From an optimization exercise on the open Yosys and OpenROAD flow, aimed at small area; shortcuts taken in it are not production practice. In this exercise RTL edits were held to simulation tests only and were not proved equivalent to the original. Power is estimated from default activity; no workload was simulated.

Setup of v10:
// ex_top
module ex_top
(
    input  logic              clk,
    input  logic              rst_n_i,
    input  logic              in_valid_i,
    output logic              in_ready_o,
    input  logic [XLEN-1:0]   inst_i,
    input  logic [XLEN-1:0]   inst_addr_i,
    input  logic [XLEN-1:0]   op1_i,
    input  logic [XLEN-1:0]   op2_i,
    output logic              res_valid_o,
    input  logic              res_ready_i,
    output logic [XLEN-1:0]   res_data_o,
    output logic [REG_AW-1:0] res_rd_o,
    output logic              res_wb_en_o,
    output logic              jump_en_o,
    output logic [XLEN-1:0]   jump_addr_o
);
Settings: LEC_CHECK=0, ABC_AREA=1, CAP_MARGIN=0, CORE_MARGIN=2, CORE_UTILIZATION=65, CTS_BUF_LIST=sky130_fd_sc_hd__clkbuf_4, SLEW_MARGIN=0; clock period 5.5 ns.
standard.sh (not shown) runs the stock make flow with config.mk's settings and CLKGATE_MAP_FILE= SYNTH_SCRIPT=/design/flow/synth_recipe.tcl, a recipe that flattens the netlist after the stock synthesis.
==> flow/flow/run.sh <==
#!/bin/bash
# Standard layout, but with the smallest buffer on every input and output port.
set -euo pipefail
export BUFFER_PORTS_ARGS="-buffer_cell sky130_fd_sc_hd__buf_1"
bash standard.sh > standard.log 2>&1
Here is what was changed in the inputs of v21 compared with v10.
Settings: CTS_BUF_LIST changed from sky130_fd_sc_hd__clkbuf_4 to sky130_fd_sc_hd__clkbuf_8; CORE_UTILIZATION changed from 65 to 60.
-- flow/flow/run.sh --
<<< v10, line 2
# Standard layout, but with the smallest buffer on every input and output port.
>>> v21, line 2
# Standard layout with two changes: the smallest buffer on every input and
# output port, and no dummy load cells added by clock tree synthesis.
<<< v10, line 5
>>> v21, line 6
export CTS_ARGS="-sink_clustering_enable -repair_clock_nets -buf_list sky130_fd_sc_hd__clkbuf_8 -dont_use_dummy_load"
Findings:
- v21: full flow OK, the timing, DRC and antenna checks passed
- Going from v10 to v21, post-route fraction of the period consumed by the critical path went down by 0.56 points, total non-filler cell area in the finished layout stayed essentially flat, overall routing resource usage -2.9 points.
- In v21 relative to v10, power per unit of standard cell area had gone down by a few percent.
- Summary of v21 over v10: cell count along the critical path barely changed, synthesis-to-layout area growth dropped 0.27 points, floorplan die height climbed about 4%.
- v21 vs v10: hold slack up in v21
- Clock tree buffer count of the final layout, v21 and v10: lower on v21
> inputs changed (v21 -> v5)
Settings: swapping 60 for 65 in CORE_UTILIZATION; swapping sky130_fd_sc_hd__clkbuf_8 for sky130_fd_sc_hd__clkbuf_4 in CTS_BUF_LIST.
-- flow/flow/run.sh --
<<< v21, line 6
export CTS_ARGS="-sink_clustering_enable -repair_clock_nets -buf_list sky130_fd_sc_hd__clkbuf_8 -dont_use_dummy_load"
>>> v5, line 6
export CTS_ARGS="-sink_clustering_enable -repair_clock_nets -buf_list sky130_fd_sc_hd__clkbuf_4 -dont_use_dummy_load"
--- outcome ---
Per the comparison of v5 with v21, detailed-route wire length -about 2.5%; peak supply drop higher. Compared with v21, v5 shows global routing met1 resource utilization higher by 3.1 points. Power shrinks by a few percent when moving from v21 to v5. v5 vs v21, core utilization of the finished layout went up by 4.7 points. Overall fraction of global-route tracks in use was higher in v5 than in v21. Compared v5 against v21; number of ports placed on the die boundary within noise. Taking v21 as the reference, in v5 post-route worst hold slack up 0.0091 ns; clock power share fell by 4.2 points; via count now sits higher; cell area power density shrank by 11 nW/um2.
Changes in v44 relative to v5:
-- flow/flow/run.sh --
<<< v5, line 2
# Standard layout with two changes: the smallest buffer on every input and
# output port, and no dummy load cells added by clock tree synthesis.
>>> v44, line 2
# Standard layout with three changes: the smallest buffer on every input and
# output port, no dummy load cells added by clock tree synthesis, and
# downsizing of gates off the critical paths after global routing.
<<< v5, line 7
>>> v44, line 8
export RECOVER_POWER=100
Notes after the runs:
- Every run in v44 and v5 closed cleanly, with the single exception of v44.
- Complete run, failing final checks: v44, reason max-capacitance violations, max-slew violations.
- Taking v5 as the reference, in v44 maximum net fanout on the critical path saw a decrease; instance count on the critical path saw a decrease; least setup slack across all paths after layout saw a decrease; met3 capacity usage during global routing saw little to no change.
- v44 and v5 ended up with nearly the same overall routed net length.
- The post-layout instance area of v44 is lower than that of v5.

==> separate check: timing with driven ports <==
How much do the figures lean on ideal ports? The routed layouts below were timed once more, with nothing changed but the port constraints.
Step 1: set_driving_cell puts a clkbuf_16 on clk and a buf_2 on each other input, an assumption about the parent block.
Step 2 adds t to the input delays and takes it off the output delays; t is the mean of the earliest and latest rising clock arrival at the registers after step 1. Input paths then give back, and output paths get back, about the clock's delay inside the block.
a / b / c = no drivers / after step 1 / after step 2; a / b = the first two.
| run | t, ns | setup WS [ns] | latest minus earliest clock arrival (ns) | worst register clock-pin slew, ns |
|---|---|---|---|---|
| v10 | 0.550 | 1.327 / 1.324 / 0.774 | 0.018 / 0.018 | 0.13 / 0.13 |
| v21 | 0.463 | 1.358 / 1.356 / 0.893 | 0.030 / 0.031 | 0.09 / 0.09 |
| v5 | 0.526 | 1.339 / 1.339 / 0.812 | 0.025 / 0.025 | 0.11 / 0.11 |
| v44 | 0.527 | 0.763 / 0.780 / 0.253 | 0.027 / 0.026 | 0.11 / 0.11 |
The setup slack of v10, which loses most, moves by -0.003 ns with the drivers and by -0.553 ns with both steps.
